Source: an optimization exercise on an open RTL-to-GDS flow (aim: small area and a short achievable clock period). Production flows keep margins and buffers that such runs may drop.
At most, simulation tests tie the RTL to the original design; equivalence was not proved.
The clock port is modelled as an ideal driver; clocking choices that lean on that would not hold on a real chip.
No activity file was given, so power comes from the tool's default toggle rates.

Setup of before:
Design or_tree, start of the top module:
module or_tree (
    input  logic                    clk,
    input  logic                    rst_n,
    input  logic                    alloc_valid,
    input  or_tree_pkg::alloc_req_t alloc_req,
    input  logic                    free_valid,
    input  or_tree_pkg::free_req_t  free_req,
    output logic                    alloc_rsp_valid,
    output or_tree_pkg::alloc_rsp_t alloc_rsp,
    output logic                    free_rsp_valid,
    output or_tree_pkg::free_rsp_t  free_rsp,
    output logic                    at_update_valid,
    output or_tree_pkg::at_update_t at_update
);
Settings: LEC_CHECK=0, CAP_MARGIN=20, CORE_MARGIN=2, CORE_UTILIZATION=40, SETUP_SLACK_MARGIN=3, SLEW_MARGIN=20; clock period 5.0 ns.
run.sh (not shown) runs the stock make flow with config.mk's settings and CLKGATE_MAP_FILE= SYNTH_SCRIPT=/design/flow/synth_recipe.tcl, a recipe that flattens the netlist after the stock synthesis.
Edits applied to the flow inputs when going from before to after:
- clearing SETUP_SLACK_MARGIN, which used to be 3
[summary]
The time the worst path needs with I/O delays and setup in after was higher than what before gave.
Summary: with before as the reference, average routed wire per standard cell in after moved down by more than 10%.
Wire length of the first global-routing pass came out lower on after than on before.
In the tables for before and after, sequential logic power reads lower with after.
after ends up with a core occupancy in the finished layout that is 2.8 points lower than in before.
after reports a lower fraction of area in non-clock buffers than before does.
From before to after, sequential cell count did not move at all.
No functional check of the RTL was part of any run of this note.


== gamma ==
Another version of the RTL of or_tree (not shown whole).
Size: about 1400 cells after synthesis, roughly 67 I/O pins.
clock: 5.0 ns
lec_check: 0
cap_margin: 20
core_margin: 2
core_utilization: 60
setup_slack_margin: 3
slew_margin: 20
standard.sh (not shown) runs the stock make flow with config.mk's settings and CLKGATE_MAP_FILE= SYNTH_SCRIPT=/design/flow/synth_recipe.tcl, a recipe that flattens the netlist after the stock synthesis.
==> flow/flow/run.sh <==
#!/bin/bash
# Layout flow: the standard layout (standard.sh), with these changes.
# 0. The port buffers that global placement inserts are buf_2 cells.
# 1. TritonCTS clusters up to 30 sinks per leaf buffer (clkbuf_16 only), so the tree has
#    fewer, fuller leaf buffers.
set -euo pipefail
R=orfs/results/${FLOW_PLATFORM}/or_tree/base
export BUFFER_PORTS_ARGS="-buffer_cell sky130_fd_sc_hd__buf_2"
export CTS_ARGS="-sink_clustering_enable -repair_clock_nets -sink_clustering_size 30 -sink_clustering_max_diameter 100 -buf_list sky130_fd_sc_hd__clkbuf_16"
bash standard.sh cts > log_standard_to_cts.txt 2>&1
IN_ODB=$R/4_cts.odb OUT_ODB=$R/4_cts.odb openroad -no_init -exit flow/fixclk.tcl > log_fixclk.txt 2>&1
bash standard.sh finish > log_standard_finish.txt 2>&1
==> flow/flow/fixclk.tcl <==
read_db $::env(IN_ODB)
set block [ord::get_db_block]
set port_net [[$block findBTerm clk] getNet]
set root ""
foreach it [$port_net getITerms] { set root [$it getInst] }
set rname [$root getName]
set out_net ""
foreach it [$root getITerms] { if {[$it isOutputSignal]} { set out_net [$it getNet] } }
set loads {}
foreach it [$out_net getITerms] { if {[$it getInst] != $root} { lappend loads $it } }
puts "root $rname ([[$root getMaster] getName]) drives [llength $loads] pins"
if {[llength $loads] > 4} { error "root drives too many pins" }
foreach it $loads { $it disconnect; $it connect $port_net }
odb::dbInst_destroy $root
odb::dbNet_destroy $out_net
write_db $::env(OUT_ODB)
Both conditions hold for gamma: the flow ran to the end and the final layout passed the timing, design-rule and antenna checks.
Edits applied to the flow inputs when going from gamma to alpha:
==> flow/flow/run.sh <==
#!/bin/bash
set -euo pipefail
R=orfs/results/${FLOW_PLATFORM}/or_tree/base
export CTS_ARGS="-sink_clustering_enable -repair_clock_nets -sink_clustering_size 30 -sink_clustering_max_diameter 100 -buf_list sky130_fd_sc_hd__clkbuf_16"
bash standard.sh cts > log_standard_to_cts.txt 2>&1
IN_ODB=$R/4_cts.odb OUT_ODB=$R/4_cts.odb openroad -no_init -exit flow/fixclk.tcl > log_fixclk.txt 2>&1
bash standard.sh finish > log_standard_finish.txt 2>&1
==> comparison <==
- Per the final summary, alpha finished and its layout is clean on timing, DRC and antenna.
- gamma finished end to end and its layout was clean on timing, DRC and antenna.
- gamma -> alpha: synthesized netlist cell count delta 0, exact match
- [compare] base=gamma new=alpha: routed via count moved up; overall power consumption moved up; final critical delay including setup and external delays moved up; leakage power summed over all cells moved up.
- Core utilization: alpha higher than gamma
- Re sum of net half-perimeters after detailed placement: gamma was higher than alpha.
- Going from gamma to alpha, area growth from synthesis to layout has increased; layout clock buffer count roughly the same.
- Of the two values seen for start point of the critical path, s2_leaves[1] was produced by alpha and s2_leaves[0] by gamma.


or_tree, a different RTL version from the one above (not shown whole).
For scale: ~1500 cells after synthesis.
==> flow/config.mk <==
export PLATFORM = sky130hd
export DESIGN_NAME = or_tree
export DESIGN_NICKNAME = or_tree
export VERILOG_FILES = /design/flow/design.v
export SDC_FILE = /design/flow/constraint.sdc
export NUM_CORES = 4
export LEC_CHECK = 0
export CAP_MARGIN = 20
export CORE_MARGIN = 2
export CORE_UTILIZATION = 60
export SETUP_SLACK_MARGIN = 3.15
export SLEW_MARGIN = 20
==> flow/constraint.sdc <==
create_clock -name core_clock -period 5.0 [get_ports {clk}]
set_input_delay 1.0000 -clock core_clock [delete_from_list [all_inputs] [get_ports {clk}]]
set_output_delay 1.0000 -clock core_clock [all_outputs]
set_load 0.01 [all_outputs]
==> flow/flow/run.sh <==
#!/bin/bash
# Layout flow: the standard layout (standard.sh), with these changes.
# 0. The port buffers that global placement inserts are buf_2 cells.
# 1. TritonCTS clusters up to 25 sinks per leaf buffer (clkbuf_8 or clkbuf_16), so the tree has
#    fewer, fuller leaf buffers.
# 3. Timing repair may resize a cell to one of another footprint (MATCH_CELL_FOOTPRINT=0).
# Each tool's full output goes to a log file in this folder (ORFS's own logs are under orfs/logs).
set -euo pipefail
export BUFFER_PORTS_ARGS="-buffer_cell sky130_fd_sc_hd__buf_2"
export CTS_ARGS="-sink_clustering_enable -repair_clock_nets -sink_clustering_size 25 -sink_clustering_max_diameter 100 -buf_list {sky130_fd_sc_hd__clkbuf_8 sky130_fd_sc_hd__clkbuf_16}"
export POST_CTS_TCL="$PWD/flow/post_cts.tcl"
bash standard.sh MATCH_CELL_FOOTPRINT=0 SKIP_CTS_REPAIR_TIMING=1 finish > log_standard.txt 2>&1
Other scripts of this flow, unchanged in this note and not shown: flow/flow/post_cts.tcl
Next try:
--- a/flow/flow/run.sh
+++ b/flow/flow/run.sh
@@ -3,3 +3,3 @@
 # 0. The port buffers that global placement inserts are buf_2 cells.
-# 1. TritonCTS clusters up to 25 sinks per leaf buffer (clkbuf_8 or clkbuf_16), so the tree has
+# 1. TritonCTS clusters up to 25 sinks per leaf buffer (clkbuf_16 only), so the tree has
 #    fewer, fuller leaf buffers.
@@ -9,3 +9,3 @@
 export BUFFER_PORTS_ARGS="-buffer_cell sky130_fd_sc_hd__buf_2"
-export CTS_ARGS="-sink_clustering_enable -repair_clock_nets -sink_clustering_size 25 -sink_clustering_max_diameter 100 -buf_list {sky130_fd_sc_hd__clkbuf_8 sky130_fd_sc_hd__clkbuf_16}"
+export CTS_ARGS="-sink_clustering_enable -repair_clock_nets -sink_clustering_size 25 -sink_clustering_max_diameter 100 -buf_list sky130_fd_sc_hd__clkbuf_16"
 export POST_CTS_TCL="$PWD/flow/post_cts.tcl"
Settings changed: CORE_UTILIZATION 60 to 65, SLEW_MARGIN 20 to 35.
The new run went through all stages and came out clean.
Cell area grows slightly.
Routed wire length decreases by a few percent.
Via count came out lower by a few percent.
Worst setup slack is better by 4.9 ps.
Sequential share of layout area is lower by 0.39 points.
Sequential power barely changes.
First-iteration DRC count climbs slightly.
Fmax barely changes.
Critical path depth stays the same.
Area after synthesis does not change.
Utilization increases by 6.3 points.
Next try:
--- a/flow/flow/run.sh
+++ b/flow/flow/run.sh
@@ -2,3 +2,3 @@
 # Layout flow: the standard layout (standard.sh), with these changes.
-# 0. The port buffers that global placement inserts are buf_2 cells.
+# 0. The port buffers that global placement inserts are buf_1 cells.
 # 1. TritonCTS clusters up to 25 sinks per leaf buffer (clkbuf_16 only), so the tree has
@@ -8,3 +8,3 @@
 set -euo pipefail
-export BUFFER_PORTS_ARGS="-buffer_cell sky130_fd_sc_hd__buf_2"
+export BUFFER_PORTS_ARGS="-buffer_cell sky130_fd_sc_hd__buf_1"
 export CTS_ARGS="-sink_clustering_enable -repair_clock_nets -sink_clustering_size 25 -sink_clustering_max_diameter 100 -buf_list sky130_fd_sc_hd__clkbuf_16"
Settings changed: CORE_UTILIZATION 65 to 60, SLEW_MARGIN 35 to 20.
Outcome: Cell count climbs by about 4%. Worst hold slack degrades by 19 ps. Core utilization drops by 5.0 points. Die area climbs by about 8%. Flip-flop and latch count does not change. Wire length climbs by 4.3%. Via count climbs by 2.3%.

static timing again, ports no longer ideal:
The flow's constraints put no driver on any port. The routed layouts listed below were extracted and timed again, unchanged, in two steps. Step 1 assumes that a clkbuf_16 drives the clock port and a buf_2 every other input. Step 2 moves the port delays by t, midway between the first and last clock arrival at a register: inputs arrive t later, outputs are due t later. That takes back most of the time a late clock gives input paths. a / b / c = ideal ports / drivers / drivers and shift; a / b = the first two.
run	t (ns)	slack for setup (ns)	latest minus earliest clock arrival (ns)	slew at the worst register clock pin (ns)	worst data-port slew with drivers (ns)
before	0.683	2.606 / 2.606 / 2.307	0.026 / 0.026	0.07 / 0.07	0.04
after	0.663	1.801 / 1.801 / 1.261	0.024 / 0.024	0.07 / 0.07	0.04
gamma	0.508	2.936 / 2.936 / 2.787	0.021 / 0.022	0.12 / 0.12	0.04
alpha	0.512	2.892 / 2.892 / 2.569	0.016 / 0.016	0.12 / 0.12	0.05
the first run of note 3	0.480	3.089 / 3.048 / 2.816	0.043 / 0.043	0.10 / 0.10	0.04
the second run of note 3	0.487	3.094 / 3.041 / 2.786	0.038 / 0.039	0.10 / 0.10	0.04
the third run of note 3	0.492	3.126 / 3.031 / 2.783	0.048 / 0.048	0.10 / 0.10	0.04
After both steps setup and hold are still met in every run listed. For after, which loses most, drivers alone change the setup slack by 0.000 ns; drivers and shift together by -0.540 ns.
